Context: an optimization exercise on an open-source flow, tuned for small area, a short achievable clock period and few clock cycles per item. The choices shown serve that exercise and are no tape-out recipe. RTL that was checked went through simulation tests only; none was proved equivalent to the original. For runs 2 to 6, only the layout was checked, not whether the RTL still works. Power figures rest on the tool's default switching activity, not on a simulated workload.

[design/flow/constraint.sdc]
create_clock -name core_clock -period 5.0 [get_ports {clk}]
set_input_delay 1.0000 -clock core_clock [delete_from_list [all_inputs] [get_ports {clk}]]
set_output_delay 1.0000 -clock core_clock [all_outputs]
set_load 0.01 [all_outputs]
[design/flow/run.sh]
#!/bin/bash
# synth_recipe.tcl (not shown) runs the flow's synth.tcl, then flattens the netlist and writes it again
# the make line also repeats each setting of config.mk as NAME=value (left out here)
make -C /OpenROAD-flow-scripts/flow DESIGN_CONFIG=/design/flow/config.mk WORK_HOME=/design/flow/orfs CLKGATE_MAP_FILE= SYNTH_SCRIPT=/design/flow/synth_recipe.tcl finish
[design/flow/design.v]
module data_mem_responder #(
  parameter int DEPTH   = 64,
  parameter int LATENCY = 2
) (
  input  logic        clk,
  input  logic        rst,
  input  logic        req_valid,
  output logic        req_ready,
  input  logic        req_we,
  input  logic [31:0] req_addr,
  input  logic [31:0] req_wdata,
  output logic        resp_valid,
  input  logic        resp_ready,
  output logic [31:0] resp_rdata,
  output logic        resp_err
);
  logic        v1_q;
  logic        wr1_q;     
  logic        rd1_q;     
  logic        err1_q;    
  logic [5:0]  idx1_q;
  logic [31:0] wd1_q;
  logic        v2_q;
  logic [31:0] rdata2_q;
  logic        err2_q;
  logic [31:0] mem [64];
  logic adv2, adv1, bad_in;
  assign adv2      = !v2_q || resp_ready;
  assign adv1      = !v1_q || adv2;
  assign req_ready = adv1;
  assign bad_in    = (|req_addr[1:0]) || (|req_addr[31:8]);
  assign resp_valid = v2_q;
  assign resp_rdata = rdata2_q;
  assign resp_err   = err2_q;
  always_ff @(posedge clk or posedge rst) begin
    if (rst) begin
      v1_q <= 1'b0;
      v2_q <= 1'b0;
    end else begin
      if (adv1) v1_q <= req_valid;
      if (adv2) v2_q <= v1_q;
    end
  end
  always_ff @(posedge clk) begin
    if (adv1) begin
      wr1_q  <= req_we && !bad_in;
      rd1_q  <= !req_we && !bad_in;
      err1_q <= bad_in;
      idx1_q <= req_addr[7:2];
      wd1_q  <= req_wdata;
    end
    if (adv2) begin
      rdata2_q <= rd1_q ? mem[idx1_q] : 32'd0;
      err2_q   <= err1_q;
    end
  end
  always_ff @(posedge clk) begin
    if (v1_q && wr1_q) mem[idx1_q] <= wd1_q;
  end
endmodule
[design/flow/config.mk]
export PLATFORM = sky130hd
export DESIGN_NAME = data_mem_responder
export DESIGN_NICKNAME = data_mem_responder
export VERILOG_FILES = /design/flow/design.v
export SDC_FILE = /design/flow/constraint.sdc
export NUM_CORES = 4
export LEC_CHECK = 0
export CAP_MARGIN = 20
export CORE_MARGIN = 2
export CORE_UTILIZATION = 40
export SLEW_MARGIN = 20
==> impl_results.md, run 1 <==
* Post-Syn Area at 79600 um2
* Largest family of logic cells by synthesized area: compound AO/OA/AOI/OAI gates
* DRC at 0
* ANT nets after route at 0
* Post-synth top area cell: edfxtp_1
* Dpl hpwl at 128000 um
* Sink Count at around 2100
* Worst Path Required at 5.70 ns
* Xor/xnor share of the synthesized area at 0
* Post-synth net total at 4256
* Hold_ws at 0.318 ns
* Setup crit start kind: register
* Synthesis-stage register bit count at 2124
* Largest net degree at the start of global routing at 125
* Site Rows at ~160
* Starting Density at 0.403
* Status: no timing/DRC/antenna violations
* Layout cells sized above 1 at 0.144
* Setup Viol. Count Final at 0
* Slack of the critical path at 0.962 ns
* Worst Setup End Kind: register
* Worst-Margin Slew at 1.18 ns
* Post-place setup slack at 0.950 ns
* Clock latency (worst-skew pair) at 0.84 ns
* Vias in the first global route at 41300
* Leading cell type in the layout, fill and taps excluded: edfxtp_1
* Post_cts resized at 0
* PwrDens at ~400 nW/um2
* Mapped Cells at about 4200
* DIE WIDTH at 450 um
* CTS HTree Levels at 4
* CTS clk-pin slew, worst paths at approximately 0.06 ns
* Die ar. at about 200000 um2
* Layout Nets at roughly 4500
* Clk root buf: clkbuf_16
* Reg2reg start: idx1_q[0]
* Post-synth top area share at 0.800
* Max Slew Vio Count at 0
* Synth Area in Compound Gates at 0.104
* CTS Buf Count at roughly 200
* Buffers on Ports at 103
* # fillers at 16500
* Crit path DAT at around 4.7 ns
* Vias per std cell at ~6
* Async S/R FF share, synth at 0.000942
* CTS tree: yes
* Final GP Congestion at around 0.86
* GRT Overall Usage at 0.220
* Hold Vio Cnt, Final at 0
* Synth unique cells at 54
* Multi-input gate area at 15000 um2
* Final non-filler cell area at 91000 um2
* Boundary Pins at between 100 and 150
* Total wire length at 227000 um
* Sequential fraction of the synthesis area at 0.801
* Crit Path Class: reg -> reg
* Most frequent cells in the layout: edfxtp_1, a221oi_1, mux2i_1
* Fin crit share at 0.808
* FMAX at 248 MHz
* Initial antenna violation count at 16
* Synth warnings at 1
* Wire per inst at 31.5 um
* First-pass GRT wire length at 319000 um
* Worst Path Max Fanout at 96
* Leakage power at 0.0287 uW
* Reg area at 63800 um2
* Top cells by area, synth: edfxtp_1, a221oi_1, mux2i_1
* Hold Crit Class: in -> async
* Die height at 450 um
* Clock Skews at 0.0531 ns
* Post-layout min period at 4.04 ns
* Avg Inst Size Synth at 19.0 um2
* Max-cap check violation count at 0
* Via count at about 43000
* Global route total overflow at 0
* Post-synthesis mux area share at 0.0579
* Final Util at 0.461
* Worst Setup SP: idx1_q[0]
* Drt pass-1 iters at 5
* RSZ-0062 raised after global routing: false
* Main flop type after synthesis: edfxtp_1
* TNS Setup at 0 ns
* Number of synthesized flops with an enable pin at 2122
* Hold Buf Count CTS at 0
* Post-CTS setup buffers at 0
* Core area at 198000 um2
* DRT iter0 DRCs at 6082
* Clk buf depth at 3
* Area growth, synth to finish at 14.3%
* Post-Synth Simple-Gate Area at 0.0191
* VDD IR max at roughly 0.36 mV
* Worst slew margin at 0.211
* Dpl cell area at 84900 um2
* Adder-cell area share of the yosys netlist at 0
-- layout make-up --
type	instances	share of cell area
clock buffer	264	0.0590
clock inverter	99	0.00744
antenna	4	0.000110
inverter	4	0.000247
tap	2640	0.0363
timing repair buffer	305	0.0317
sequential	2124	0.701
multi-input combinational	1764	0.164
-- flip-flops by register name, summed over array words and instances, names as in the netlist --
signal	cells
wd1_q	32
wr1_q	1
err2_q	1
err1_q	1
idx1_q	6
v2_q	1
mem	2048
v1_q	1
rdata2_q	32
rd1_q	1
-- routing by layer --
metal / wire length (um) / vias up / global-route usage
met3: 20600 / 340 / 0.0372
met5: 56 / - / 0
met1: 91300 / 22700 / 0.310
met4: 9600 / 8 / 0.0836
li1: - / 18100 / -
met2: 105000 / 2319 / 0.342
-- per-stage QoR --
stage                     cells  power (uW)
final                      7204       37100
after global routing       7200       38000
after CTS                  7199       37200
after detailed placement   6836       23100
after global placement     6835       23100
after floorplan            4187       21700
-- kinds of logic (layout without fill, tap and decap cells) --
family                 count (synthesis)  after routing
DFF                                 2124           2124
and+or+nand+nor                      349            349
muxes                                375            375
other                                  0              4
AOI/OAI and AO/OA                   1040           1040
buffers and inverters                299            672
-- synth_stat cells (30+ instances only) --
library cell  number
clkbuf_1         134
mux2i_1          303
and3_1            32
a22o_1            61
o22ai_1          162
buf_2            110
mux4_2            68
a221o_1           32
nor2_1           234
a22oi_1          122
edfxtp_1        2122
a221oi_1         364
nand2_1           42
o21ai_0           77
o31a_1            30
a221oi_2          38
o21ai_1           81
-- worst max-delay path: stages (launching register included) --
cell	delay (ns)
edfxtp_1	1.02
nor2b_4	0.32
buf_12	0.39
buf_12	0.34
a221oi_1	0.13
o211a_1	0.36
o22ai_1	0.92
o31a_1	0.25
-- report_power, final --
group          internal [uW]  switching, uW
Sequential             19800           93.9
Clock                   7880           6420
Combinational            824           2000
Total                  28500           8510
-- path summary, 6_finish.rpt --
kind,end,slack [ns],cells past startpoint
max reg2reg,rdata2_q[6],0.96,7
max in group asynchronous,v1_q,4.58,2
max,rdata2_q[6],0.96,7
min,v2_q,0.32,2
min reg2reg,err2_q,0.43,0
min in group core_clock,err2_q,0.43,0
Testbench counts, summed over its fixed seeds: cycles 4,816, items 4,800.
==> run 2: changes to the inputs <==
--- a/design/flow/design.v
+++ b/design/flow/design.v
@@ -42,4 +42,13 @@
     end
   end
+  logic [63:0] sel;
+  logic [31:0] rd_word;
+  always_comb begin
+    rd_word = 32'd0;
+    for (int w = 0; w < 64; w++) begin
+      sel[w]  = rd1_q && (idx1_q == 6'(w));
+      rd_word = rd_word | (mem[w] & {32{sel[w]}});
+    end
+  end
   always_ff @(posedge clk) begin
     if (adv1) begin
@@ -51,5 +60,5 @@
     end
     if (adv2) begin
-      rdata2_q <= rd1_q ? mem[idx1_q] : 32'd0;
+      rdata2_q <= rd_word;
       err2_q   <= err1_q;
     end
--- a/design/flow/config.mk
+++ b/design/flow/config.mk
@@ -6,6 +6,10 @@
 export NUM_CORES = 4
 export LEC_CHECK = 0
+export ABC_CLOCK_PERIOD_IN_PS = 2000
 export CAP_MARGIN = 20
 export CORE_MARGIN = 2
-export CORE_UTILIZATION = 40
+export CORE_UTILIZATION = 60
+export CTS_BUF_LIST = sky130_fd_sc_hd__clkbuf_8
+export CTS_CLUSTER_SIZE = 30
+export SETUP_SLACK_MARGIN = 3.0
 export SLEW_MARGIN = 20
==> run 2 against run 1 <==
Compared with the run above:
- the flow now stops in 5_1_grt
- synthesized cell count decreased by 0.76%
- area after synthesis decreased by 3.3%
==> impl_results.md, run 2 <==
* Sequential fraction of the synthesis area at 0.828
* Post-synth net total at 4224
* CTS HTree Levels at 5
* Clk buf depth at 4
* DIE WIDTH at 362 um
* Die height at roughly 360 um
* Global route total overflow at 21
* CTS Buf Count at 343
* Status: aborted with a tool error
* Synthesis-stage register bit count at approximately 2100
* Number of synthesized flops with an enable pin at 2122
* Mapped Cells at 4155
* Largest net degree at the start of global routing at 65
* Async S/R FF share, synth at 0.000942
* Synth unique cells at 61
* Avg Inst Size Synth at approximately 19 um2
* Boundary Pins at roughly 100
* Top-count cell post-synth: edfxtp_1
* Synth warnings at 1
* Clk root buf: clkbuf_8
* Post-Syn Area at 77000 um2
* Top cells by area, synth: edfxtp_1, a22oi_1, a222oi_1
* Sink Count at 2124
* Last stage: 5_1_grt
* GRT Overall Usage at 0.737
* Err: [ERROR GRT-0232] Routing congestion too high. Check the congestion heatmap in the GUI.
* Site Rows at 131
* Post-synth top area cell: edfxtp_1
* Main flop type after synthesis: edfxtp_1
* Dpl hpwl at 188000 um
* Commonest cells post-synth: edfxtp_1, a22oi_1, clkbuf_1, nor2_1, nand2_1
* Final GP Congestion at 0.951
* Post-place setup slack at 0.560 ns
* Hold Buf Count CTS at 0
* Starting Density at 0.604
* Post-synth top area share at 0.827
* Buffers on Ports at 103
==> run 2: what timing repair did <==
item | CTS
endpoints found under the hold margin | 0
setup endpoints to repair | 2131
pin swaps | 187
cloned | 187
setup buffers | 524
resized for setup | 1003
==> run 2: through the flow <==
step           cells  hold WS, ns  area (um2)
4_1_cts         7233       0.0924      103000
3_5_place_dp    5953        0.416       83200
3_3_place_gp    5950        0.409       83200
2_1_floorplan   4155        0.400       78800
==> run 2: cells by family after synthesis <==
kind of cell / synth area share
AOI/OAI and AO/OA: 0.108
buffers and inverters: 0.0135
DFF: 0.828
muxes: 0.00669
and+or+nand+nor: 0.0442
==> run 2: power by group through the flow <==
stage | Sequential (uW) | Combinational (uW) | Clock, uW
after floorplan | 20500 | 475 | 0
after global placement | 20300 | 1390 | 0
after detailed placement | 20300 | 1410 | 0
after CTS | 19900 | 1780 | 13200
==> run 2: worst min path at each step <==
stage,start,to,slack [ns],depth (start not counted)
after floorplan,err1_q,err2_q,0.40,0
after global placement,err1_q,err2_q,0.41,0
after detailed placement,err1_q,err2_q,0.42,0
after CTS,rst,v2_q,0.09,2
==> run 2: per-layer routing <==
| layer | GRT overflow | global-route usage |
|---|---|---|
| met2 | 11 | 0.856 |
| met1 | 0 | 0.763 |
| met4 | 9 | 0.661 |
| met5 | 1 | 0.401 |
| met3 | 0 | 0.637 |
==> run 3: changes to the inputs <==
==> design/flow/design.v (replaced) <==
module data_mem_responder #(
  parameter int DEPTH   = 64,
  parameter int LATENCY = 2
) (
  input  logic        clk,
  input  logic        rst,
  input  logic        req_valid,
  output logic        req_ready,
  input  logic        req_we,
  input  logic [31:0] req_addr,
  input  logic [31:0] req_wdata,
  output logic        resp_valid,
  input  logic        resp_ready,
  output logic [31:0] resp_rdata,
  output logic        resp_err
);
  logic        v1_q;
  logic        wr1_q;     
  logic        rd1_q;     
  logic        err1_q;    
  logic [63:0] sel1_q;    
  logic [31:0] wd1_q;
  logic        v2_q;
  logic [31:0] rdata2_q;
  logic        err2_q;
  logic        vk_q;
  logic [31:0] rdatak_q;
  logic        errk_q;
  logic [31:0] mem [64];
  logic bad_in, acc, adv2;
  assign bad_in    = (|req_addr[1:0]) || (|req_addr[31:8]);
  assign adv2      = !v2_q || resp_ready;
  assign req_ready = !vk_q && !(v1_q && v2_q && !resp_ready);
  assign acc       = req_valid && req_ready;
  assign resp_valid = v2_q;
  assign resp_rdata = rdata2_q;
  assign resp_err   = err2_q;
  logic [31:0] rd_word;
  always_comb begin
    rd_word = 32'd0;
    for (int w = 0; w < 64; w++) rd_word = rd_word | (mem[w] & {32{sel1_q[w]}});
  end
  logic [31:0] res1;
  assign res1 = rd1_q ? rd_word : 32'd0;
  always_ff @(posedge clk or posedge rst) begin
    if (rst) begin
      v1_q <= 1'b0;
      v2_q <= 1'b0;
      vk_q <= 1'b0;
    end else begin
      v1_q <= acc;
      if (adv2) v2_q <= vk_q || v1_q;
      vk_q <= !adv2 && (vk_q || v1_q);
    end
  end
  always_ff @(posedge clk) begin
    wr1_q  <= acc && req_we && !bad_in;
    rd1_q  <= !req_we && !bad_in;
    err1_q <= bad_in;
    wd1_q  <= req_wdata;
    for (int w = 0; w < 64; w++) sel1_q[w] <= (req_addr[7:2] == 6'(w));
    if (!vk_q) begin
      rdatak_q <= res1;
      errk_q   <= err1_q;
    end
    if (adv2) begin
      rdata2_q <= vk_q ? rdatak_q : res1;
      err2_q   <= vk_q ? errk_q : err1_q;
    end
  end
  always_ff @(posedge clk) begin
    for (int w = 0; w < 64; w++) if (wr1_q && sel1_q[w]) mem[w] <= wd1_q;
  end
endmodule
==> design/flow/config.mk (replaced) <==
export PLATFORM = sky130hd
export DESIGN_NAME = data_mem_responder
export DESIGN_NICKNAME = data_mem_responder
export VERILOG_FILES = /design/flow/design.v
export SDC_FILE = /design/flow/constraint.sdc
export NUM_CORES = 4
export LEC_CHECK = 0
export CAP_MARGIN = 20
export CORE_MARGIN = 2
export CORE_UTILIZATION = 40
export SLEW_MARGIN = 20
==> run 3 against run 2 <==
Compared with the run above:
- now clean on timing, DRC and antenna
- area after synthesis rose by 1.6%
- synthesized cell count is 6.5% lower
==> impl_results.md, run 3 <==
* Worst path bufs/invs at 1
* Biggest register: mem
* Sequential fraction of the synthesis area at 0.834
* Core area at 195000 um2
* FMAX at between 200 and 300 MHz
* Top cells by area, synth: edfxtp_1, a22o_1, a221oi_1
* Post-place setup slack at 1.53 ns
* Commonest cells post-synth: edfxtp_1, a22o_1, a221oi_1, clkbuf_1, dfxtp_1
* Max-cap check violation count at 0
* Leakage power at 0.0277 uW
* CP max stage cell: or4_1
* Top-count cell post-synth: edfxtp_1
* Vias per std cell at 6.10
* GRT Overall Usage at 0.220
* Hold Crit Class: in -> async
* Layout cells sized above 1 at 0.130
* Post-synth top area share at 0.799
* Crit path DAT at approximately 4.2 ns
* CTS HTree Levels at 4
* Most frequent cells in the layout: edfxtp_1, a22o_1, a221oi_1
* DRT iter0 DRCs at 4951
* Sink Count at 2216
* Wire per inst at 32.6 um
* Via count at 41500
* Number of synthesized flops with an enable pin at 2081
* Worst slew margin at 0.201
* Site Rows at 162
* Family with the most delay on the worst path: simple AND/OR/NAND/NOR gates
* Leading cell type in the layout, fill and taps excluded: edfxtp_1
* Starting Density at 0.402
* Placed Instances at 6394
* Die height at 446 um
* DIE WIDTH at 446 um
* RSZ-0062 raised after global routing: false
* Critical path, cell by cell: buf_4 -> a22o_1 -> a221oi_1 -> nand4_1 -> or4_1 -> a22o_1
* Cell Count, Final, Fillers Out at 6809
* Largest net degree at the start of global routing at 65
* Clk buf depth at 3
* Die ar. at 199000 um2
* Post-Syn Area at 78200 um2
* Boundary Pins at approximately 100
* Post_cts resized at 0
* Synth unique cells at 30
* Area growth, synth to finish at 13.2%
* Vias in the first global route at 39700
* Post-synth net total at 3956
* Hold Vio Cnt, Final at 0
* Worst Path Max Fanout at 19
* Setup Viol. Count Final at 0
* Post-synth top area cell: edfxtp_1
* PwrDens at 414 nW/um2
* Mapped Cells at 3887
* Worst path max stage delay at 0.79 ns
* Hold Buf Count CTS at 0
* Fin crit share at 0.717
* Post-layout min period at ~3.6 ns
* Synthesis-stage register bit count at 2216
* Worst-Margin Slew at ~1.2 ns
* Slack of the critical path at 1.41 ns
* Regs by FF count: mem x2048, sel1_q x64
* Dpl hpwl at 123000 um
* ANT nets after route at 0
* Worst Path Required at 5.58 ns
* Async S/R FF share, synth at 0.00135
* CTS Buf Count at 215
* Post-CTS setup buffers at 0
* CP dominant cell by count: a22o_1
* Max Slew Vio Count at 0
* DRC at 0
* Clock Skews at about 0.028 ns
* Status: no timing/DRC/antenna violations
* # fillers at 16300
* Total wire length at 222000 um
* Clk root buf: clkbuf_16
* Main flop type after synthesis: edfxtp_1
* Buffers on Ports at 103
* Synth warnings at 2
* Crit Path Class: reg -> reg
* CTS clk-pin slew, worst paths at approximately 0.060 ns
* Setup crit start kind: register
* Clock latency (worst-skew pair) at 0.84 ns
* Initial antenna violation count at 24
* Max reg flops at 2048
* Avg Inst Size Synth at 20.1 um2
* Drt pass-1 iters at 6
* CTS tree: yes
* Worst Setup End Kind: register
* Layout Nets at between 4000 and 5000
* TNS Setup at 0 ns
* Global route total overflow at 0
* VDD IR max at around 0.38 mV
* First-pass GRT wire length at 308000 um
* Final GP Congestion at 0.842
run 3: cell types whose count changed after synthesis, sizes merged, moves of 71 or more:
cell	delta
a22oi	-694
nand2	-112
dfxtp	+132
a22o	+467
a221oi	+490
a222oi	-71
nor2	-83
run 3: area by class of cell:
type | count | area [um2] | area share
clock buffers | 324 | 6080 | 0.0686
multi-input cells | 1390 | 11400 | 0.128
inverters | 3 | 11.3 | 0.000127
repair buffers | 245 | 2140 | 0.0242
diodes | 11 | 27.5 | 0.000311
flip-flops and latches | 2216 | 65300 | 0.737
well taps | 2542 | 3180 | 0.0359
clock inverters | 78 | 508 | 0.00573
run 3: kinds of logic after synthesis:
| kind of cell | synth area share |
|---|---|
| buffers and inverters | 0.0225 |
| AND/OR/NAND/NOR | 0.0243 |
| multiplexers | 0.000144 |
| flip-flops | 0.834 |
| AO/OA/AOI/OAI | 0.119 |
run 3: metrics by stage:
| step | utilization | total power (uW) | instance area, um2 | hold WS, ns |
|---|---|---|---|---|
| after floorplan | - | 21100 | 78200 | 0.444 |
| after global placement | 0.421 | 21700 | 81900 | 0.453 |
| after detailed placement | 0.421 | 21700 | 81900 | 0.464 |
| after CTS | 0.455 | 36700 | 88500 | 0.270 |
| after global routing | 0.455 | 37500 | 88600 | 0.329 |
| final | 0.455 | 36600 | 88600 | 0.322 |
run 3: power by group:
| group | switching, uW | internal (uW) |
|---|---|---|
| logic | 719 | 240 |
| registers | 67.6 | 20300 |
| clock network | 6770 | 8520 |
| total | 7550 | 29100 |
run 3: path summary, 6_finish.rpt:
path | startpoint | end | slack [ns] | cells past startpoint
min in group core_clock | err1_q | errk_q | 0.47 | 1
max reg2reg | sel1_q[51] | rdata2_q[12] | 1.41 | 6
min reg2reg | err1_q | errk_q | 0.47 | 1
max in group asynchronous | rst | vk_q | 4.54 | 2
min | rst | v1_q | 0.32 | 2
max | sel1_q[51] | rdata2_q[12] | 1.41 | 6
run 3: routing by layer:
layer,part of all wire,global-route usage,up-vias
met3,0.090,0.0402,367
met2,0.48,0.353,2202
met1,0.41,0.307,21900
li1,-,-,17100
met4,0.028,0.0652,8
met5,0.00027,0,-
==> run 4: changes to the inputs <==
--- a/design/flow/config.mk
+++ b/design/flow/config.mk
@@ -8,4 +8,5 @@
 export CAP_MARGIN = 20
 export CORE_MARGIN = 2
-export CORE_UTILIZATION = 40
+export CORE_UTILIZATION = 50
+export SETUP_SLACK_MARGIN = 2.6
 export SLEW_MARGIN = 20
==> run 4 against run 3 <==
Compared with the run above:
- design area rose by 4.2%
- first-iteration DRC count increased by 8.4%
- non-clock buffer count grew 178
- clock skew increased by 0.022 ns
- sequential cell count unchanged
- critical path depth is 1 higher
- final cell count fell by 4.6%
- count of clock-buffer cells in the layout is 14 lower
- via count up 2.1%
- critical path type unchanged
- highest routed layer unchanged
==> impl_results.md, run 4 <==
* Fin crit share at 0.558
* Number of synthesized flops with an enable pin at 2081
* Final non-filler cell area at slightly above 90000 um2
* Commonest cells post-synth: edfxtp_1, a22o_1, a221oi_1, clkbuf_1, dfxtp_1
* Synth warnings at 2
* Sequential fraction of the synthesis area at 0.834
* Max reg flops at 2048
* Reg-to-Reg End: rdata2_q[4]
* Clk root buf: clkbuf_16
* Crit Path Class: reg -> reg
* Area growth, synth to finish at 18.0%
* PwrDens at 405 nW/um2
* Reg2reg start: sel1_q[46]
* Post-layout min period at 2.79 ns
* Via count at 42400
* Clock Skews at 0.0499 ns
* Worst-Margin Slew at 1.15 ns
* Largest net degree at the start of global routing at between 60 and 70
* VDD IR max at 0.294 mV
* Vias in the first global route at roughly 40000
* Crit path DAT at 3.35 ns
* Site Rows at 145
* Regs by FF count: mem x2048, sel1_q x64
* Worst Path Max Fanout at 5
* Top cells by area, synth: edfxtp_1, a22o_1, a221oi_1
* Hold Crit Class: in -> async
* Buffers on Ports at 103
* Total wire length at 225000 um
* Core area at about 160000 um2
* Top-count cell post-synth: edfxtp_1
* Global route total overflow at 0
* Final GP Congestion at approximately 0.90
* Vias per std cell at 6.53
* CTS clk-pin slew, worst paths at 0.06 ns
* Clk buf depth at 3
* DIE WIDTH at ~400 um
* Dpl cell area at around 81000 um2
* CTS Buf Count at 213
* Async S/R FF share, synth at 0.00135
* # fillers at 11100
* DRT iter0 DRCs at about 5400
* Avg Inst Size Synth at 20.1 um2
* Post-synth top area share at 0.799
* Worst R2R Path Depth at 7
* Drt pass-1 iters at 7
* RSZ-0062 raised after global routing: true
* First-pass GRT wire length at 309000 um
* Setup Viol. Count Final at 0
* Most frequent cells in the layout: edfxtp_1, a22o_1, a221oi_1
* Leading cell type in the layout, fill and taps excluded: edfxtp_1
* FF-to-FF setup slack at 2.21 ns
* Post-Syn Area at 78200 um2
* Die height at 400 um
* Worst Path Required at ~5.6 ns
* Hold Buf Count CTS at 0
* Boundary Pins at 104
* Synthesis-stage register bit count at 2216
* Worst Setup End Kind: register
* Hold Vio Cnt, Final at 0
* Main flop type after synthesis: edfxtp_1
* Initial antenna violation count at 22
* Mapped Cells at 3887
* Die ar. at 160000 um2
* Status: no timing/DRC/antenna violations
* Layout Nets at approximately 4300
* CTS HTree Levels at 4
* Starting Density at 0.502
* Biggest register: mem
* Max Slew Vio Count at 0
* Setup crit start kind: register
* Sink Count at 2216
* Post-place setup slack at approximately 1.7 ns
* Wire per inst at roughly 35 um
* Layout cells sized above 1 at 0.239
* Max-cap check violation count at 0
* GRT Overall Usage at 0.278
* Post-synth top area cell: edfxtp_1
* Slack of the critical path at 2.21 ns
* Leakage power at a little under 0.03 uW
* Clock latency (worst-skew pair) at 0.85 ns
* Synth unique cells at 30
* ANT nets after route at 0
* DRC at 0
* Post-synth net total at slightly below 4000
* Dpl hpwl at 124000 um
* Worst slew margin at 0.232
* FMAX at 359 MHz
* CTS tree: yes
* TNS Setup at 0 ns
## run 4: changes by cell type in the layout (fill, tap and decap cells not counted), moves of 37 or more
cell      change
a221oi_1    -211
dfxtp_1      -49
buf_6        +72
buf_12       +37
dfxtp_4      +53
buf_4        +51
a221oi_2    +204
## run 4: worst max-delay path by stage
stage / from / end / slack (ns) / cells past startpoint
2_1_floorplan: resp_ready / req_ready / 2.70 / 2
4_1_cts: sel1_q[44] / rdata2_q[27] / 2.28 / 6
3_5_place_dp: resp_ready / req_ready / 1.72 / 4
3_3_place_gp: resp_ready / req_ready / 1.70 / 4
5_1_grt: sel1_q[19] / rdata2_q[5] / 2.19 / 6
6_report: sel1_q[46] / rdata2_q[4] / 2.21 / 7
## run 4: critical path: stages, from the launching register on
cell and delay (ns):
dfxtp_4 0.39, buf_6 0.13, buf_6 0.12, a22o_1 0.19, a221oi_2 0.17, nand4_1 0.57, or4_1 0.69, a22o_1 0.23
## run 4: per-stage QoR
| step | util | hold slack [ns] | power, uW | std cells |
|---|---|---|---|---|
| after floorplan | - | 0.444 | 21100 | 3887 |
| after detailed placement | 0.522 | 0.459 | 21700 | 5924 |
| after global routing | 0.592 | 0.320 | 38200 | 6491 |
| after CTS | 0.580 | 0.289 | 37400 | 6402 |
| final | 0.592 | 0.333 | 37400 | 6499 |
| after global placement | 0.522 | 0.456 | 21700 | 5922 |
## run 4: logic make-up (layout without fill, tap and decap cells)
group	count (synthesis)	in the layout	synth area share
mux	1	1	0.000144
compound gates	1057	1057	0.119
other cells	0	9	0
simple gates	332	332	0.0243
flops	2216	2216	0.834
buf+inv	281	826	0.0225
## run 4: power breakdown
group | internal [uW] | switching [uW]
Clock | 9220 | 6800
Combinational | 282 | 716
Sequential | 20300 | 88.8
Total | 29800 | 7600
## run 4: cell type report
cell class              count  area, um2  share of cell area
inverters                   3       11.3            0.000122
clock inverters            90        873             0.00946
well taps                2058       2570              0.0279
repair buffers            423       4420              0.0479
multi-input cells        1390      12800               0.139
diodes                      9       22.5            0.000244
clock buffers             310       6100              0.0661
flip-flops and latches   2216      65500               0.709
## run 4: what timing repair did
item | in CTS | in global routing
pin swaps | 114 | 116
buffers inserted | 74 | 80
gates resized for setup | 478 | 172
gates cloned | 4 | 5
setup endpoints to repair | 1195 | 441
## run 4: per-layer routing
metal | GRT usage | share of wire | vias up
li1 | - | - | 17500
met4 | 0.0927 | 0.034 | 14
met5 | 0 | 0.00041 | -
met2 | 0.431 | 0.47 | 2256
met3 | 0.0686 | 0.10 | 393
met1 | 0.388 | 0.40 | 22300
==> run 5: changes to the inputs <==
--- a/design/flow/config.mk
+++ b/design/flow/config.mk
@@ -9,4 +9,8 @@
 export CORE_MARGIN = 2
 export CORE_UTILIZATION = 50
+export CTS_BUF_LIST = sky130_fd_sc_hd__clkbuf_16
+export CTS_CLUSTER_DIAMETER = 60
+export CTS_CLUSTER_SIZE = 24
+export GPL_TIMING_DRIVEN = 1
 export SETUP_SLACK_MARGIN = 2.6
 export SLEW_MARGIN = 20
==> run 5 against run 4 <==
Compared with the run above:
- still clean
- worst hold slack improved by 0.024 ns
- final cell count decreased by 2.4%
- setup slack got worse by 0.093 ns
- core utilization decreased by 1.6 points
- sequential share of layout area increased by 2.0 points
- fmax decreased by 3.2%
- first-iteration DRC count increased by 5.1%
- synthesized cell count unchanged
==> impl_results.md, run 5 <==
* Area growth, synth to finish at 14.7%
* Crit Path Class: reg -> reg
* Total wire length at 222000 um
* Regs by FF count: mem x2048, sel1_q x64
* Sequential fraction of the synthesis area at 0.834
* Leading cell type in the layout, fill and taps excluded: edfxtp_1
* CTS HTree Levels at 4
* Max reg flops at slightly above 2000
* Crit path DAT at 3.44 ns
* Worst R2R Path Depth at 7
* Post-Syn Area at 78200 um2
* Post-synth top area share at 0.799
* Boundary Pins at 104
* Fin crit share at 0.576
* Async S/R FF share, synth at 0.00135
* CP max stage cell: or4_4
* DRT iter0 DRCs at ~5600
* Die height at between 300 and 400 um
* Synth unique cells at 30
* Vias per std cell at between 6 and 7
* Synthesis-stage register bit count at between 2000 and 2500
* DRC at 0
* Final GP Congestion at 0.900
* Number of synthesized flops with an enable pin at 2081
* Core area at approximately 160000 um2
* CTS clk-pin slew, worst paths at 0.09 ns
* Starting Density at 0.502
* Initial antenna violation count at 17
* Post-layout min period at a little under 3 ns
* FF-to-FF setup slack at 2.12 ns
* CTS Buf Count at 138
* Vias in the first global route at 39600
* Most frequent cells in the layout: edfxtp_1, a22o_1, a221oi_1
* Main flop type after synthesis: edfxtp_1
* Clock latency (worst-skew pair) at 0.82 ns
* Avg Inst Size Synth at 20.1 um2
* Post-synth top area cell: edfxtp_1
* Mapped Cells at between 3000 and 4000
* Layout cells sized above 1 at 0.220
* RSZ-0062 raised after global routing: true
* Setup crit start kind: register
* Clk buf depth at 3
* Worst Setup SP: sel1_q[22]
* Worst Path Max Fanout at 8
* ANT nets after route at 0
* Site Rows at 145
* CTS tree: yes
* Clock Skews at 0.0404 ns
* Worst slew margin at 0.216
* Hold Crit Class: in -> async
* Buffers on Ports at slightly above 100
* FMAX at approximately 350 MHz
* Hold Vio Cnt, Final at 0
* TNS Setup at 0 ns
* Cell Count, Final, Fillers Out at 6342
* Drt pass-1 iters at 5
* Worst-Margin Slew at 1.18 ns
* Top cells by area, synth: edfxtp_1, a22o_1, a221oi_1
* Largest net degree at the start of global routing at 65
* Die ar. at 160000 um2
* Placed Instances at between 5000 and 6000
* Post-place setup slack at 1.72 ns
* Worst Path Required at 5.56 ns
* Max-cap check violation count at 0
* Worst path bufs/invs at 2
* First-pass GRT wire length at roughly 310000 um
* Biggest register: mem
* Commonest cells post-synth: edfxtp_1, a22o_1, a221oi_1, clkbuf_1, dfxtp_1
* Sink Count at 2216
* Hold Buf Count CTS at 0
* Top-count cell post-synth: edfxtp_1
* Leakage power at 0.0286 uW
* Via count at 41700
* Max Slew Vio Count at 0
* Power consumption at 33900 uW
* CP Depth at 7
* Setup Viol. Count Final at 0
* Multi-input gate area at 12600 um2
* Synth warnings at 2
* Post-synth net total at slightly below 4000
* Worst path max stage delay at 0.75 ns
* Dpl hpwl at about 120000 um
* Global route total overflow at 0
* Reg-to-Reg End: rdata2_q[24]
* # fillers at roughly 11000
* Worst Setup End Kind: register
* Family with the most delay on the worst path: simple AND/OR/NAND/NOR gates
* Reg2reg start: sel1_q[22]
* PwrDens at approximately 380 nW/um2
* GRT Overall Usage at 0.276
* Slack of the critical path at 2.12 ns
* Reg area at 65500 um2
* Clk root buf: clkbuf_16
* DIE WIDTH at 400 um
* CP dominant cell by count: a22o_1
* VDD IR max at slightly above 0.3 mV
* Critical path, cell by cell: buf_12 -> buf_4 -> a22o_1 -> a221oi_2 -> nand4_1 -> or4_4 -> a22o_1
* Layout Nets at around 4200
* Wire per inst at 35.0 um
* Status: no timing/DRC/antenna violations
## run 5: cell counts after synthesis
Identical to the previous run, type by type.
## run 5: worst max path at each step
stage,to
after CTS,rdata2_q[27]
after detailed placement,req_ready
final,rdata2_q[24]
after global placement,req_ready
after floorplan,req_ready
after global routing,rdata2_q[24]
## run 5: per-stage QoR
step	hold WS (ns)	cell area, um2	util
finish	0.357	89700	0.576
global route	0.341	89700	0.576
CTS	0.308	88500	0.568
detailed placement	0.459	81400	0.522
global placement	0.456	81400	0.522
floorplan	0.444	78200	-
## run 5: area by class of cell
class	count	area share
flip-flops and latches	2216	0.729
multi-input cells	1390	0.141
repair buffers	406	0.0470
clock buffers	148	0.0413
well taps	2058	0.0287
clock inverters	108	0.0124
diodes	13	0.000362
inverters	3	0.000125
## run 5: report_power, final
group / total [uW] / switching (uW) / leakage (uW) / internal, uW
Sequential: 20400 / 86.7 / 0.0199 / 20300
Combinational: 992 / 713 / 0.00628 / 278
Clock: 12600 / 6490 / 0.00242 / 6100
## run 5: timing repair
item,CTS,global route
setup endpoints to repair,1207,451
setup buffers,93,49
gates resized for setup,467,130
pin swaps,111,103
gates cloned,5,0
## run 5: cells by family (layout without fill, tap and decap cells)
| logic type | Yosys count | after routing | share of synthesized area |
|---|---|---|---|
| compound gates | 1057 | 1057 | 0.119 |
| flops | 2216 | 2216 | 0.834 |
| buf+inv | 281 | 665 | 0.0225 |
| simple gates | 332 | 332 | 0.0243 |
| other cells | 0 | 13 | 0 |
| mux | 1 | 1 | 0.000144 |
## run 5: metal layers
layer | vias to the layer above | track usage | routed length, um
met5 | - | 0 | 57
met4 | 8 | 0.0876 | 6760
li1 | 17300 | - | -
met1 | 22000 | 0.392 | 89300
met2 | 2107 | 0.428 | 104000
met3 | 320 | 0.0592 | 22200
==> run 6: changes to the inputs <==
--- a/design/flow/config.mk
+++ b/design/flow/config.mk
@@ -8,9 +8,8 @@
 export CAP_MARGIN = 20
 export CORE_MARGIN = 2
-export CORE_UTILIZATION = 50
+export CORE_UTILIZATION = 55
 export CTS_BUF_LIST = sky130_fd_sc_hd__clkbuf_16
 export CTS_CLUSTER_DIAMETER = 60
 export CTS_CLUSTER_SIZE = 24
-export GPL_TIMING_DRIVEN = 1
-export SETUP_SLACK_MARGIN = 2.6
+export SETUP_SLACK_MARGIN = 2.8
 export SLEW_MARGIN = 20
==> run 6 against run 5 <==
Compared with the run above:
- setup slack better by 0.021 ns
- clock skew is 0.0041 ns lower
- via count is 1.8% higher
- sequential power hardly changed
- routed wire length is 4.1% higher
==> impl_results.md, run 6 <==
* Worst path bufs/invs at 2
* Clock Skews at 0.0362 ns
* Vias in the first global route at 39700
* # fillers at approximately 9700
* Number of synthesized flops with an enable pin at roughly 2100
* Clk root buf: clkbuf_16
* Core area at 141000 um2
* Fin crit share at 0.572
* Die height at ~380 um
* CP dominant cell by count: a22o_1
* Reg2reg start: sel1_q[54]
* Site Rows at approximately 140
* Post-synth top area cell: edfxtp_1
* Top Usage Layer GRT: met2
* Hold_ws at between 0.4 and 0.5 ns
* Power consumption at 33700 uW
* PwrDens at approximately 380 nW/um2
* Post-synth net total at 3956
* Biggest register: mem
* DRC at 0
* Main flop type after synthesis: edfxtp_1
* Synth warnings at 2
* Crit Path Class: reg -> reg
* Post-layout min period at 2.86 ns
* Max reg flops at 2048
* CTS HTree Levels at 4
* Drt pass-1 iters at 6
* Setup Viol. Count Final at 0
* Largest family of logic cells by synthesized area: compound AO/OA/AOI/OAI gates
* Regs by FF count: mem x2048, sel1_q x64
* CTS tree: yes
* Clk buf depth at 3
* RSZ-0062 raised after global routing: true
* Die ar. at 145000 um2
* Sink Count at 2216
* Worst path max stage delay at between 0.7 and 0.8 ns
* Boundary Pins at 104
* Worst Path Max Fanout at 6
* Worst slew margin at 0.226
* Post-Synth Simple-Gate Area at 0.0243
* VDD IR max at 0.356 mV
* Post-synthesis mux area share at 0.000144
* DIE WIDTH at between 300 and 400 um
* Leading cell type in the layout, fill and taps excluded: edfxtp_1
* TNS Setup at 0 ns
* Worst Setup SP: sel1_q[54]
* GR Util met2 at 0.480
* Avg Inst Size Synth at 20.1 um2
* Largest net degree at the start of global routing at 65
* Xor/xnor share of the synthesized area at 0
* Max-cap check violation count at 0
* First-pass GRT wire length at ~310000 um
* Wire per inst at 37.4 um
* Synth Area in Compound Gates at 0.119
* Commonest cells post-synth: edfxtp_1, a22o_1, a221oi_1, clkbuf_1, dfxtp_1
* Family with the most delay on the worst path: simple AND/OR/NAND/NOR gates
* GRT Overall Usage at 0.312
* FMAX at between 300 and 400 MHz
* Post-synth top area share at 0.799
* Starting Density at 0.553
* ANT nets after route at 0
* Top cells by area, synth: edfxtp_1, a22o_1, a221oi_1
* Synthesis-stage register bit count at 2216
* Met1 usage at 0.453
* Dpl hpwl at 125000 um
* Critical path, cell by cell: buf_12 -> buf_8 -> a22o_1 -> a221oi_2 -> nand4_1 -> or4_4 -> a22o_1
* Via count at 42400
* FF-to-FF setup slack at 2.14 ns
* Layout cells sized above 1 at 0.217
* Async S/R FF share, synth at 0.00135
* Synth unique cells at 30
* Crit path DAT at 3.42 ns
* Worst R2R Path Depth at 7
* Worst-Margin Slew at 1.16 ns
* CP max stage cell: or4_4
* Worst Setup End Kind: register
* Total wire length at 231000 um
* Setup crit start kind: register
* Clock latency (worst-skew pair) at 0.81 ns
* Post-Syn Area at a little under 80000 um2
* Final GP Congestion at 0.894
* Adder-cell area share of the yosys netlist at 0
* Leakage power at 0.0286 uW
* Max Slew Vio Count at 0
* Reg-to-Reg End: rdata2_q[3]
* Multi-input gate area at 12600 um2
* Mapped Cells at 3887
* CTS clk-pin slew, worst paths at 0.09 ns
* Buffers on Ports at 103
* Hold Buf Count CTS at 0
* Layout Nets at 4238
* Sequential fraction of the synthesis area at 0.834
* Slack of the critical path at between 2 and 2.5 ns
* Status: no timing/DRC/antenna violations
* DRT iter0 DRCs at 5779
* Global route total overflow at 0
* Worst Path Required at ~5.6 ns
* Post-place setup slack at 1.66 ns
* Top-count cell post-synth: edfxtp_1
* Met3 Resource Use GR at 0.0675
* Initial antenna violation count at 25
* Hold Crit Class: in -> async
* CTS Buf Count at 141
* Hold Vio Cnt, Final at 0
* Most frequent cells in the layout: edfxtp_1, a22o_1, a221oi_1
* Reg area at 65400 um2
* Vias per std cell at just under 7
* Area growth, synth to finish at 14.6%
-- run 6: cell counts after synthesis --
Identical to the previous run, type by type.
-- run 6: metal layers --
layer  vias up  routed length [um]  share of wire
li1      17300                   -              -
met1     22400               92200           0.40
met2      2366              107000           0.46
met3       366               24200           0.10
met4        22                7470          0.032
met5         -                 127        0.00055
-- run 6: cell type report --
class                      count  share of cell area
clock inverter               105              0.0110
antenna                        7            0.000195
timing repair buffer         417              0.0508
inverter                       3            0.000126
tap                         1890              0.0264
multi-input combinational   1390               0.141
clock buffer                 146              0.0408
sequential                  2216               0.730
-- run 6: worst max-delay path by stage --
stage                    to  slack [ns]  cells after the start
4_1_cts         rdata2_q[5]        2.26                      6
6_report        rdata2_q[3]        2.14                      7
3_5_place_dp   rdata2_q[21]        1.66                      6
5_1_grt         rdata2_q[4]        2.11                      7
3_3_place_gp   rdata2_q[21]        1.68                      6
2_1_floorplan     req_ready        2.80                      2
-- run 6: where the power goes --
| part | internal (uW) | total, uW | switching [uW] |
|---|---|---|---|
| registers | 20300 | 20400 | 104 |
| clock network | 5890 | 12300 | 6430 |
| logic | 288 | 1020 | 734 |
| total | 26400 | 33700 | 7260 |
-- run 6: timing repair --
item,CTS,global route
endpoints found under the setup margin,1929,124
pin swaps,103,94
gates resized for setup,523,135
setup buffers,86,64
cloned,10,8
-- run 6: kinds of logic (layout without fill, tap and decap cells) --
kind of cell           Yosys count  after routing
and+or+nand+nor                332            332
buffers and inverters          281            671
muxes                            1              1
DFF                           2216           2216
other                            0              7
AOI/OAI and AO/OA             1057           1057
-- run 6: metrics by stage --
step | utilization | std cells | cell area (um2)
finish | 0.634 | 6174 | 89600
CTS | 0.623 | 6094 | 88200
detailed placement | 0.574 | 5747 | 81200
floorplan | - | 3887 | 78200
global route | 0.634 | 6167 | 89600
global placement | 0.574 | 5747 | 81100
==> run 7: changes to the inputs <==
==> design/flow/design.v (replaced) <==
module data_mem_responder #(
  parameter int DEPTH   = 64,
  parameter int LATENCY = 2
) (
  input  logic        clk,
  input  logic        rst,
  input  logic        req_valid,
  output logic        req_ready,
  input  logic        req_we,
  input  logic [31:0] req_addr,
  input  logic [31:0] req_wdata,
  output logic        resp_valid,
  input  logic        resp_ready,
  output logic [31:0] resp_rdata,
  output logic        resp_err
);
  logic        v1_q;
  logic        wr1_q;     
  logic        rd1_q;     
  logic        err1_q;    
  logic [63:0] sel1_q;    
  logic [31:0] wd1_q;
  logic        v2_q;
  logic        rd2_q;
  logic        err2_q;
  logic [31:0] lo2_q, hi2_q;
  logic        v3_q;
  logic [31:0] rdata3_q, hold3_q;
  logic        err3_q, herr3_q;
  logic [31:0] mem [64];
  logic bad_in, adv3, adv2, adv1;
  assign bad_in    = (|req_addr[1:0]) || (|req_addr[31:8]);
  assign adv3      = !v3_q || resp_ready;
  assign adv2      = !v2_q || adv3;
  assign adv1      = !v1_q || adv2;
  assign req_ready = adv1;
  assign resp_valid = v3_q;
  assign resp_rdata = rdata3_q;
  assign resp_err   = err3_q;
  logic [31:0] lo1, hi1;
  always_comb begin
    lo1 = 32'd0;
    hi1 = 32'd0;
    for (int w = 0; w < 32; w++) begin
      lo1 = lo1 | (mem[w] & {32{sel1_q[w]}});
      hi1 = hi1 | (mem[w+32] & {32{sel1_q[w+32]}});
    end
  end
  logic [31:0] res2;
  assign res2 = rd2_q ? (lo2_q | hi2_q) : 32'd0;
  always_ff @(posedge clk or posedge rst) begin
    if (rst) begin
      v1_q <= 1'b0;
      v2_q <= 1'b0;
      v3_q <= 1'b0;
    end else begin
      if (adv1) v1_q <= req_valid;
      if (adv2) v2_q <= v1_q;
      if (adv3) v3_q <= v2_q;
    end
  end
  always_ff @(posedge clk) begin
    if (adv1) begin
      wr1_q  <= req_we && !bad_in;
      rd1_q  <= !req_we && !bad_in;
      err1_q <= bad_in;
      wd1_q  <= req_wdata;
      for (int w = 0; w < 64; w++) sel1_q[w] <= (req_addr[7:2] == 6'(w));
    end
    if (adv2) begin
      rd2_q  <= rd1_q;
      err2_q <= err1_q;
      lo2_q  <= lo1;
      hi2_q  <= hi1;
    end
    if (adv3) begin
      hold3_q <= res2;
      herr3_q <= err2_q;
    end
    rdata3_q <= !adv3 ? hold3_q : (v2_q ? res2 : 32'd0);
    err3_q   <= !adv3 ? herr3_q : (v2_q && err2_q);
  end
  always_ff @(posedge clk) begin
    for (int w = 0; w < 64; w++) if (v1_q && wr1_q && sel1_q[w]) mem[w] <= wd1_q;
  end
endmodule
--- a/design/flow/config.mk
+++ b/design/flow/config.mk
@@ -8,8 +8,9 @@
 export CAP_MARGIN = 20
 export CORE_MARGIN = 2
-export CORE_UTILIZATION = 55
+export CORE_UTILIZATION = 50
 export CTS_BUF_LIST = sky130_fd_sc_hd__clkbuf_16
 export CTS_CLUSTER_DIAMETER = 60
 export CTS_CLUSTER_SIZE = 24
-export SETUP_SLACK_MARGIN = 2.8
+export GPL_TIMING_DRIVEN = 1
+export SETUP_SLACK_MARGIN = 2.7
 export SLEW_MARGIN = 20
==> run 7 against run 6 <==
Compared with the run above:
- largest power group unchanged
- global-route usage fell by 4.4 points
- non-clock buffer count decreased by 173
- critical endpoint is now req_ready
- sequential share of layout area rose by 3.1 points
- design area barely moved
- synthesized cell count increased by 8.6%
- count of clock-buffer cells in the layout decreased by 7
- critical path depth shrank 3
- die area rose by 14%
- routed wire length decreased by 2.6%
- clock skew shrank 0.0032 ns
- total power grew 11%
- area after synthesis up 4.0%
==> impl_results.md, run 7 <==
* Status: no timing/DRC/antenna violations
* RSZ-0062 raised after global routing: true
* DIE WIDTH at 407 um
* First-pass GRT wire length at roughly 310000 um
* Hold Vio Cnt, Final at 0
* Synth warnings at 2
* CTS Buf Count at 138
* FMAX at 370 MHz
* Drt pass-1 iters at 5
* Top-count cell post-synth: edfxtp_1
* Crit Path Class: in -> out
* CTS HTree Levels at 4
* Max reg flops at 2048
* Boundary Pins at 104
* Clock latency (worst-skew pair) at 0.80 ns
* Reg-to-Reg End: mem[60][22]
* Largest net degree at the start of global routing at 77
* Synth unique cells at 23
* Flop pwr share at 0.583
* Combinational fraction of design power at 0.083
* Post-Syn Area at 81400 um2
* Async S/R FF share, synth at 0.00131
* VDD IR max at ~0.36 mV
* Max Slew Vio Count at 0
* Sequential fraction of the synthesis area at 0.838
* Post-Synth Simple-Gate Area at 0.0379
* Fin crit share at 0.541
* Worst-Margin Slew at 1.07 ns
* Number of synthesized flops with an enable pin at 2246
* Worst Path Required at 4.00 ns
* DRC at 0
* Worst R2R Path Depth at 2
* Total wire length at 225000 um
* FF-to-FF setup slack at around 2.5 ns
* Most frequent cells in the layout: edfxtp_1, a22oi_1, nand4_1
* Post-synth net total at 4289
* Synthesis-stage register bit count at 2282
* Core area at roughly 160000 um2
* Max-cap check violation count at 0
* Synth Area in Compound Gates at 0.0984
* Initial antenna violation count at 26
* Final GP Congestion at approximately 0.83
* Xor/xnor share of the synthesized area at 0
* Die height at just over 400 um
* DRT iter0 DRCs at 5564
* Post-layout min period at 2.70 ns
* Post-synth top area share at 0.829
* Layout Nets at 4387
* Buffers on Ports at 103
* Post-synthesis mux area share at 0
* P_sw at 9250 uW
* Clock Skews at 0.0330 ns
* Die ar. at 166000 um2
* Reg2reg start: v1_q
* Worst slew margin at 0.290
* Layout cells sized above 1 at 0.122
* GRT Overall Usage at 0.268
* Main flop type after synthesis: edfxtp_1
* Vias per std cell at 6.43
* Site Rows at about 150
* Area growth, synth to finish at 10.2%
* Avg Inst Size Synth at just under 20 um2
* Leakage power at 0.0273 uW
* Crit path DAT at 1.70 ns
* Adder-cell area share of the yosys netlist at 0
* Mapped Cells at 4220
* Share of power burned in the clock network at 0.333
* Setup crit start kind: primary input
* CTS tree: yes
* Biggest register: mem
* Hold Crit Class: in -> async
* Commonest cells post-synth: edfxtp_1, a22oi_1, nand4_1, clkbuf_1, buf_6
* TNS Setup at 0 ns
* Final Util at 0.553
* Int Pwr at roughly 28000 uW
* Regs by FF count: mem x2048, sel1_q x64
* PwrDens at between 400 and 500 nW/um2
* Worst Setup End Kind: primary output
* Top cells by area, synth: edfxtp_1, a22oi_1, nand4_1
* Hold_ws at 0.361 ns
* CTS clk-pin slew, worst paths at 0.09 ns
* Switch share at 0.248
* Dpl hpwl at 125000 um
* Leading cell type in the layout, fill and taps excluded: edfxtp_1
* Vias in the first global route at between 40000 and 50000
* Wire per inst at 34.0 um
* Via count at 42500
* Hold Buf Count CTS at 0
* Setup Viol. Count Final at 0
* Clk buf depth at 3
* Global route total overflow at 0
* Post-synth top area cell: edfxtp_1
* Starting Density at 0.502
* Largest family of logic cells by synthesized area: compound AO/OA/AOI/OAI gates
* Sink Count at 2282
* Clk root buf: clkbuf_16
* Worst Path Max Fanout at 2
* ANT nets after route at 0
[run 7: cell types whose count changed in the layout (fill, tap and decap cells not counted), moves of 49 or more]
cell      previous run  this run
nand4_1            130       258
and3_4               0        64
edfxtp_1          2081      2246
o21ai_0              0        64
a221oi_1           326         0
a221oi_2           178         0
a22oi_1              0      1018
buf_4              170       116
dfxtp_1             49         0
a22o_1             540         0
[run 7: cell families (layout without fill, tap and decap cells)]
family | after synthesis | count (layout)
other | 0 | 12
AND/OR/NAND/NOR | 528 | 529
flip-flops | 2282 | 2282
AO/OA/AOI/OAI | 1088 | 1088
buffers and inverters | 322 | 534
[run 7: worst max-delay path by stage]
| stage | from | end | slack, ns | cells past startpoint |
|---|---|---|---|---|
| finish | resp_ready | req_ready | 2.30 | 4 |
| global route | v3_q | req_ready | 2.28 | 3 |
| CTS | v3_q | req_ready | 2.31 | 3 |
| detailed placement | resp_ready | req_ready | 1.21 | 4 |
| global placement | resp_ready | req_ready | 1.19 | 4 |
| floorplan | resp_ready | req_ready | 1.98 | 3 |
[run 7: cell type report]
class / count / area [um2]
sequential: 2282 / 68300
multi-input combinational: 1617 / 11600
tap: 2175 / 2720
fill: 12500 / 72500
inverter: 35 / 131
antenna: 12 / 30.0
timing repair buffer: 244 / 2300
clock buffer: 139 / 3480
clock inverter: 116 / 1220
[run 7: power groups by stage]
| stage | logic, uW | clock network (uW) | registers [uW] |
|---|---|---|---|
| 2_1_floorplan | 1240 | 0 | 22300 |
| 3_3_place_gp | 2890 | 0 | 22300 |
| 3_5_place_dp | 2930 | 0 | 22300 |
| 4_1_cts | 3090 | 12600 | 21800 |
| 5_1_grt | 3230 | 13200 | 21800 |
| 6_report | 3110 | 12500 | 21800 |
[run 7: per-stage QoR]
stage	total power (uW)	worst slack (ns)	cells	area, um2
finish	37400	2.30	6620	89700
floorplan	23600	1.98	4220	81400
global placement	25200	1.19	6315	84000
global route	38300	2.28	6608	89700
detailed placement	25200	1.21	6317	84100
CTS	37500	2.31	6607	89500
[run 7: repair_timing]
item / in CTS / in global routing
setup buffers: 34 / 0
pin swaps: 20 / 15
endpoints found under the setup margin: 2316 / 2154
cloned: 1 / 0
resized for setup: 312 / 43
[run 7: per-layer routing]
metal | track usage | up-vias | share of wire
met3 | 0.0448 | 323 | 0.085
met1 | 0.373 | 22300 | 0.39
met2 | 0.429 | 2020 | 0.48
met5 | 0 | - | 0.00039
met4 | 0.0969 | 14 | 0.039
li1 | - | 17900 | -
[run 7: worst max-delay path, stage by stage]
cell             delay, ns
clkdlybuf4s15_2       0.21
nor2b_4               0.14
nand3_4               0.16
buf_6                 0.17
Testbench counts of run 7, summed over its fixed seeds: cycles 4,824, items 4,800.
==> run 8: changes to the inputs <==
--- a/design/flow/config.mk
+++ b/design/flow/config.mk
@@ -13,4 +13,4 @@
 export CTS_CLUSTER_SIZE = 24
 export GPL_TIMING_DRIVEN = 1
-export SETUP_SLACK_MARGIN = 2.7
+export SETUP_SLACK_MARGIN = 2.4
 export SLEW_MARGIN = 20
==> run 8 against run 7 <==
Compared with the run above:
- count of clock-buffer cells in the layout increased by 12
- sequential power hardly changed
- fmax grew 1.2%
- total power grew 0.75%
- register-to-register slack worse by 0.05 ns
- design area shrank 0.35%
- highest routed layer unchanged
==> impl_results.md, run 8 <==
* Status: no timing/DRC/antenna violations
* Worst Setup End Kind: primary output
* CTS Buf Count at 142
* Reg area at between 60000 and 70000 um2
* TNS Setup at 0 ns
* Clk buf depth at 3
* Buffers on Ports at ~100
* Drt pass-1 iters at 6
* Met3 Resource Use GR at 0.0356
* Post-place setup slack at 1.15 ns
* Clock Skews at 0.0392 ns
* Async S/R FF share, synth at 0.00131
* Regs by FF count: mem x2048, sel1_q x64
* Most frequent cells in the layout: edfxtp_1, a22oi_1, nand4_1
* Vias per std cell at 6.31
* Cell Count, Final, Fillers Out at about 6600
* Post-synth top area cell: edfxtp_1
* Layout Nets at between 4000 and 5000
* Reg2reg start: sel1_q[3]
* Worst path max stage delay at 0.37 ns
* CTS clk-pin slew, worst paths at 0.09 ns
* Max Slew Vio Count at 0
* Total wire length at around 220000 um
* Worst path bufs/invs at 1
* RSZ-0062 raised after global routing: true
* ANT nets after route at 0
* Largest net degree at the start of global routing at 77
* Worst Path Max Fanout at 2
* Fin crit share at 0.535
* Family with the most delay on the worst path: flip-flops
* Slack of the critical path at 2.33 ns
* Synth unique cells at 23
* Dpl hpwl at between 100000 and 150000 um
* VDD IR max at 0.420 mV
* Max reg flops at just over 2000
* Boundary Pins at around 100
* Setup crit start kind: register
* Wire per inst at 32.7 um
* Hold Crit Class: in -> async
* Number of synthesized flops with an enable pin at 2246
* GRT Overall Usage at 0.256
* Core area at ~160000 um2
* Main flop type after synthesis: edfxtp_1
* Die ar. at 166000 um2
* Worst Path Required at 4.00 ns
* Setup Viol. Count Final at 0
* Via count at 41700
* Final GP Congestion at 0.841
* Multi-input gate area at 11200 um2
* Placed Instances at 6317
* Commonest cells post-synth: edfxtp_1, a22oi_1, nand4_1, clkbuf_1, buf_6
* DRC at 0
* Starting Density at 0.502
* Final Util at 0.551
* Post-Syn Area at ~81000 um2
* Post-synth net total at ~4300
* # fillers at 12400
* Met1 usage at 0.346
* GR Util met2 at 0.423
* CP max stage cell: dfrtp_1
* Crit Path Class: reg -> out
* Initial antenna violation count at 16
* DIE WIDTH at 407 um
* Post-synth top area share at 0.829
* Clock latency (worst-skew pair) at 0.81 ns
* Die height at 407 um
* CTS HTree Levels at 4
* Sequential fraction of the synthesis area at 0.838
* Leading cell type in the layout, fill and taps excluded: edfxtp_1
* Hold Buf Count CTS at 0
* Mapped Cells at 4220
* Top cells by area, synth: edfxtp_1, a22oi_1, nand4_1
* Avg Inst Size Synth at between 15 and 20 um2
* Top Usage Layer GRT: met2
* Clk root buf: clkbuf_16
* Leakage power at 0.0274 uW
* Synthesis-stage register bit count at around 2300
* Post-layout min period at 2.67 ns
* Site Rows at 148
* Worst slew margin at 0.259
* DRT iter0 DRCs at 4905
* PwrDens at 421 nW/um2
* Global route total overflow at 0
* Critical path, cell by cell: nor2b_4 -> nand3_4 -> buf_6
* Hold Vio Cnt, Final at 0
* Max-cap check violation count at 0
* Worst-Margin Slew at ~1.1 ns
* First-pass GRT wire length at 302000 um
* Power consumption at 37700 uW
* CTS tree: yes
* Synth warnings at 2
* Crit path DAT at approximately 1.7 ns
* Biggest register: mem
* FMAX at 374 MHz
* Layout cells sized above 1 at 0.106
* Worst Setup SP: v3_q
* Area growth, synth to finish at 9.86%
* Sink Count at around 2300
* Top-count cell post-synth: edfxtp_1
* Vias in the first global route at 39400
[run 8: cell counts after synthesis]
No cell type changed its count.
[run 8: per-layer routing]
layer  share of wire  vias to the layer above
li1                -                    17900
met1            0.39                    21800
met2            0.50                     1746
met3           0.068                      307
met4           0.045                       12
met5         0.00034                        -
[run 8: final timing paths]
path / endpoint / slack, ns / depth (start not counted)
worst max-delay path: req_ready / 2.33 / 3
worst min-delay path: v2_q / 0.36 / 2
worst max register to register: lo2_q[13] / 2.42 / 4
worst min register to register: rdata3_q[9] / 0.43 / 2
max in group asynchronous: v1_q / 4.49 / 2
min in group core_clock: rdata3_q[9] / 0.43 / 2
[run 8: report_power, final]
part	internal, uW	total [uW]	switching [uW]
combinational	662	2820	2160
sequential	21600	21800	232
clock	6390	13000	6620
total	28600	37700	9010
[run 8: logic make-up after synthesis]
group	after synthesis	share of synthesized area
flip-flops	2282	0.838
AO/OA/AOI/OAI	1088	0.0984
AND/OR/NAND/NOR	528	0.0379
buffers and inverters	322	0.0261
[run 8: area by class of cell]
class                      count  share of cell area
timing repair buffer         239              0.0233
sequential                  2282               0.763
tap                         2175              0.0304
inverter                      35             0.00147
clock inverter               107              0.0133
clock buffer                 151              0.0423
multi-input combinational   1617               0.126
antenna                        7            0.000196
[run 8: per-stage QoR]
step / cell area [um2] / hold slack, ns
final: 89400 / 0.362
after detailed placement: 84100 / 0.431
after floorplan: 81400 / 0.400
after global placement: 84100 / 0.433
after global routing: 89400 / 0.350
after CTS: 89200 / 0.310
[run 8: timing repair]
item                                    in CTS  in global routing
buffers inserted                            14                 14
pin swaps                                    1                  0
hold endpoints to repair                     0                  0
endpoints found under the setup margin     104                 93
cloned                                       1                  0
resized for setup                           85                  9
==> run 9: changes to the inputs <==
--- a/design/flow/design.v
+++ b/design/flow/design.v
@@ -29,4 +29,5 @@
   logic        err3_q, herr3_q;
   logic [31:0] mem [64];
+  logic        full_q;    
   logic bad_in, adv3, adv2, adv1;
   assign bad_in    = (|req_addr[1:0]) || (|req_addr[31:8]);
@@ -34,5 +35,5 @@
   assign adv2      = !v2_q || adv3;
   assign adv1      = !v1_q || adv2;
-  assign req_ready = adv1;
+  assign req_ready = !full_q || resp_ready;
   assign resp_valid = v3_q;
   assign resp_rdata = rdata3_q;
@@ -54,5 +55,7 @@
       v2_q <= 1'b0;
       v3_q <= 1'b0;
+      full_q <= 1'b0;
     end else begin
+      full_q <= (adv1 ? req_valid : v1_q) && (adv2 ? v1_q : v2_q) && (adv3 ? v2_q : v3_q);
       if (adv1) v1_q <= req_valid;
       if (adv2) v2_q <= v1_q;
@@ -62,5 +65,5 @@
   always_ff @(posedge clk) begin
     if (adv1) begin
-      wr1_q  <= req_we && !bad_in;
+      wr1_q  <= req_valid && req_we && !bad_in;
       rd1_q  <= !req_we && !bad_in;
       err1_q <= bad_in;
@@ -82,5 +85,5 @@
   end
   always_ff @(posedge clk) begin
-    for (int w = 0; w < 64; w++) if (v1_q && wr1_q && sel1_q[w]) mem[w] <= wd1_q;
+    for (int w = 0; w < 64; w++) if (wr1_q && sel1_q[w]) mem[w] <= wd1_q;
   end
 endmodule
==> run 9 against run 8 <==
Compared with the run above:
- critical path depth up 1
- area after synthesis about the same
- clock power down 7%
- largest power group unchanged
==> impl_results.md, run 9 <==
* Status: no timing/DRC/antenna violations
* Worst Path Required at 5.56 ns
* First-pass GRT wire length at 307000 um
* GRT Overall Usage at 0.262
* CTS Buf Count at 133
* Total wire length at 221000 um
* Post-Syn Area at 81400 um2
* Boundary Pins at between 100 and 150
* CTS clk-pin slew, worst paths at 0.09 ns
* Initial antenna violation count at 24
* Max-cap check violation count at 0
* Post-synthesis mux area share at 0
* Die ar. at 166000 um2
* Synthesis-stage register bit count at 2283
* Worst Setup SP: sel1_q[51]
* Setup Viol. Count Final at 0
* # fillers at roughly 12000
* VDD IR max at around 0.4 mV
* Max reg flops at 2048
* Layout cells sized above 1 at 0.113
* Drt pass-1 iters at 5
* Post-synth top area cell: edfxtp_1
* DRC at 0
* Layout Nets at around 4400
* Clk root buf: clkbuf_16
* Post-synth top area share at 0.829
* RSZ-0062 raised after global routing: true
* Post-place setup slack at 1.75 ns
* Most frequent cells in the layout: edfxtp_1, a22oi_1, nand4_1
* Final GP Congestion at 0.838
* Multi-input gate area at roughly 11000 um2
* CTS HTree Levels at 4
* Slack of the critical path at 2.40 ns
* FMAX at 385 MHz
* Buffers on Ports at 103
* Fin crit share at 0.519
* Die height at a little over 400 um
* Worst slew margin at 0.240
* Top cells by area, synth: edfxtp_1, a22oi_1, nand4_1
* Synth Area in Compound Gates at 0.101
* Leakage power at 0.0274 uW
* Largest net degree at the start of global routing at 86
* Worst-Margin Slew at around 1.1 ns
* Wire per inst at 33.4 um
* Critical path, cell by cell: buf_4 -> a22oi_1 -> nand4_1 -> or4_1
* Worst path max stage delay at 0.75 ns
* Worst Setup End Kind: register
* Largest family of logic cells by synthesized area: compound AO/OA/AOI/OAI gates
* TNS Setup at 0 ns
* Post-Synth Simple-Gate Area at 0.0366
* Synth warnings at 2
* Vias in the first global route at between 30000 and 40000
* Async S/R FF share, synth at 0.00175
* Synth unique cells at 28
* Vias per std cell at 6.43
* Avg Inst Size Synth at between 15 and 20 um2
* Main flop type after synthesis: edfxtp_1
* Clock Skews at 0.0326 ns
* Number of synthesized flops with an enable pin at 2246
* Sink Count at 2283
* Crit path DAT at 3.16 ns
* Mapped Cells at 4155
* Global route total overflow at 0
* Dpl hpwl at 125000 um
* Area growth, synth to finish at 10.1%
* Hold Crit Class: in -> async
* Post-layout min period at ~2.6 ns
* CP max stage cell: edfxtp_1
* Adder-cell area share of the yosys netlist at 0.000123
* Top-count cell post-synth: edfxtp_1
* ANT nets after route at 0
* Crit Path Class: reg -> reg
* Hold Vio Cnt, Final at 0
* Core area at 162000 um2
* Via count at about 43000
* Biggest register: mem
* DRT iter0 DRCs at 5877
* Reg2reg start: sel1_q[51]
* Clk buf depth at 3
* Setup crit start kind: register
* PwrDens at around 420 nW/um2
* Commonest cells post-synth: edfxtp_1, a22oi_1, nand4_1, buf_6, clkbuf_1
* Max Slew Vio Count at 0
* CTS tree: yes
* Starting Density at 0.502
* Clock latency (worst-skew pair) at 0.82 ns
* Worst Path Max Fanout at 13
* Leading cell type in the layout, fill and taps excluded: edfxtp_1
* Site Rows at 148
* Xor/xnor share of the synthesized area at 0
* Sequential fraction of the synthesis area at 0.838
* Post-synth net total at between 4000 and 5000
* Regs by FF count: mem x2048, sel1_q x64
* Hold Buf Count CTS at 0
* DIE WIDTH at 407 um
* Reg area at about 68000 um2
## run 9: changes by cell type in the layout (fill, tap and decap cells not counted), moves of 26 or more
cell / before / now
a22o_1: 0 / 32
and2_2: 0 / 59
and3_2: 59 / 0
buf_4: 128 / 185
inv_1: 46 / 20
nand2_1: 45 / 14
o21a_1: 0 / 32
o21ai_0: 64 / 0
## run 9: critical path, delay by kind of cell (launching register included)
kind	cells	cell delay, ns
flip-flops	1	0.75
AND/OR/NAND/NOR	2	1.03
buffers and inverters	1	0.36
AO/OA/AOI/OAI	1	0.18
## run 9: what timing repair did
item,4_1_cts,5_1_grt
gates resized for setup,45,2
pin swaps,1,3
cloned,0,0
buffers inserted,66,35
setup endpoints to repair,524,124
## run 9: cells by family after synthesis
| logic type | Yosys count |
|---|---|
| simple gates | 499 |
| flops | 2283 |
| compound gates | 1089 |
| fa+ha+maj | 1 |
| buf+inv | 283 |
## run 9: power breakdown
part	total (uW)	switching [uW]	internal, uW	leakage, uW
registers	21900	238	21700	0.0208
clock network	12100	6450	5630	0.00222
logic	3200	2420	777	0.00445
total	37200	9110	28100	0.0274
## run 9: final cells by class
cell class | count | area share
clock buffer | 140 | 0.0391
inverter | 3 | 0.000126
tap | 2175 | 0.0304
antenna | 14 | 0.000391
sequential | 2283 | 0.761
timing repair buffer | 319 | 0.0315
clock inverter | 97 | 0.0106
multi-input combinational | 1589 | 0.126
## run 9: stage by stage
step                instances  total power [uW]  instance area (um2)   util  hold WS, ns
finish                   6620             37200                89600  0.552        0.385
global route             6606             38100                89500  0.552        0.372
CTS                      6571             37200                89200  0.550        0.359
detailed placement       6268             25400                84200  0.519        0.442
global placement         6264             25400                84100  0.519        0.442
floorplan                4155             23700                81400      -        0.400
## run 9: worst paths after layout
check,endpoint,slack (ns),depth (start not counted)
worst max-delay path,hi2_q[27],2.40,4
worst min-delay path,v3_q,0.39,2
worst max register to register,hi2_q[27],2.40,4
worst min register to register,err2_q,0.45,0
max in group asynchronous,full_q,4.44,2
min in group core_clock,err2_q,0.45,0
## run 9: routing by layer
metal / track usage / share of wire
met4: 0.0510 / 0.018
met3: 0.0540 / 0.099
met1: 0.395 / 0.42
met5: 0 / 0.00017
met2: 0.401 / 0.46
Testbench counts of run 9, summed over its fixed seeds: cycles 4,824, items 4,800.

[re-timing with driven ports]
The results above use ideal ports. As a check the final layouts listed here were re-extracted and re-timed, cells and wires unchanged. Step 1, drivers: a clkbuf_16 drives clk and a buf_2 each remaining input, both assumed. Step 2, shift: input delay + t, output delay - t, t = (earliest + latest rising clock arrival at the registers) / 2. This alone moves slack from input paths to output paths. a / b / c = ideal / step 1 / step 2; a / b = the first two.
run	shift t [ns]	slack for setup (ns)	hold slack, ns	worst setup path after step 2	worst slew at a driven data input, ns
run 1	0.907	0.962 / 0.962 / 0.962	0.318 / 0.250 / 0.431	register to register	0.05
run 3	0.915	1.413 / 1.413 / 1.413	0.322 / 0.257 / 0.474	register to register	0.19
run 4	0.908	2.212 / 2.208 / 2.120	0.333 / 0.270 / 0.475	input to register	0.22
run 5	0.873	2.119 / 2.119 / 2.119	0.357 / 0.298 / 0.478	register to register	0.22
run 6	0.876	2.140 / 2.140 / 2.075	0.425 / 0.362 / 0.478	input to register	0.22
run 7	0.869	2.296 / 2.253 / 2.146	0.361 / 0.314 / 0.442	input to register	0.19
run 8	0.878	2.326 / 2.240 / 1.864	0.362 / 0.315 / 0.433	input to register	0.24
run 9	0.891	2.403 / 2.376 / 1.990	0.385 / 0.330 / 0.448	input to register	0.17
After both steps setup and hold are still met in every run listed. For run 8, which loses most, drivers alone change the setup slack by -0.086 ns; drivers and shift together by -0.462 ns.
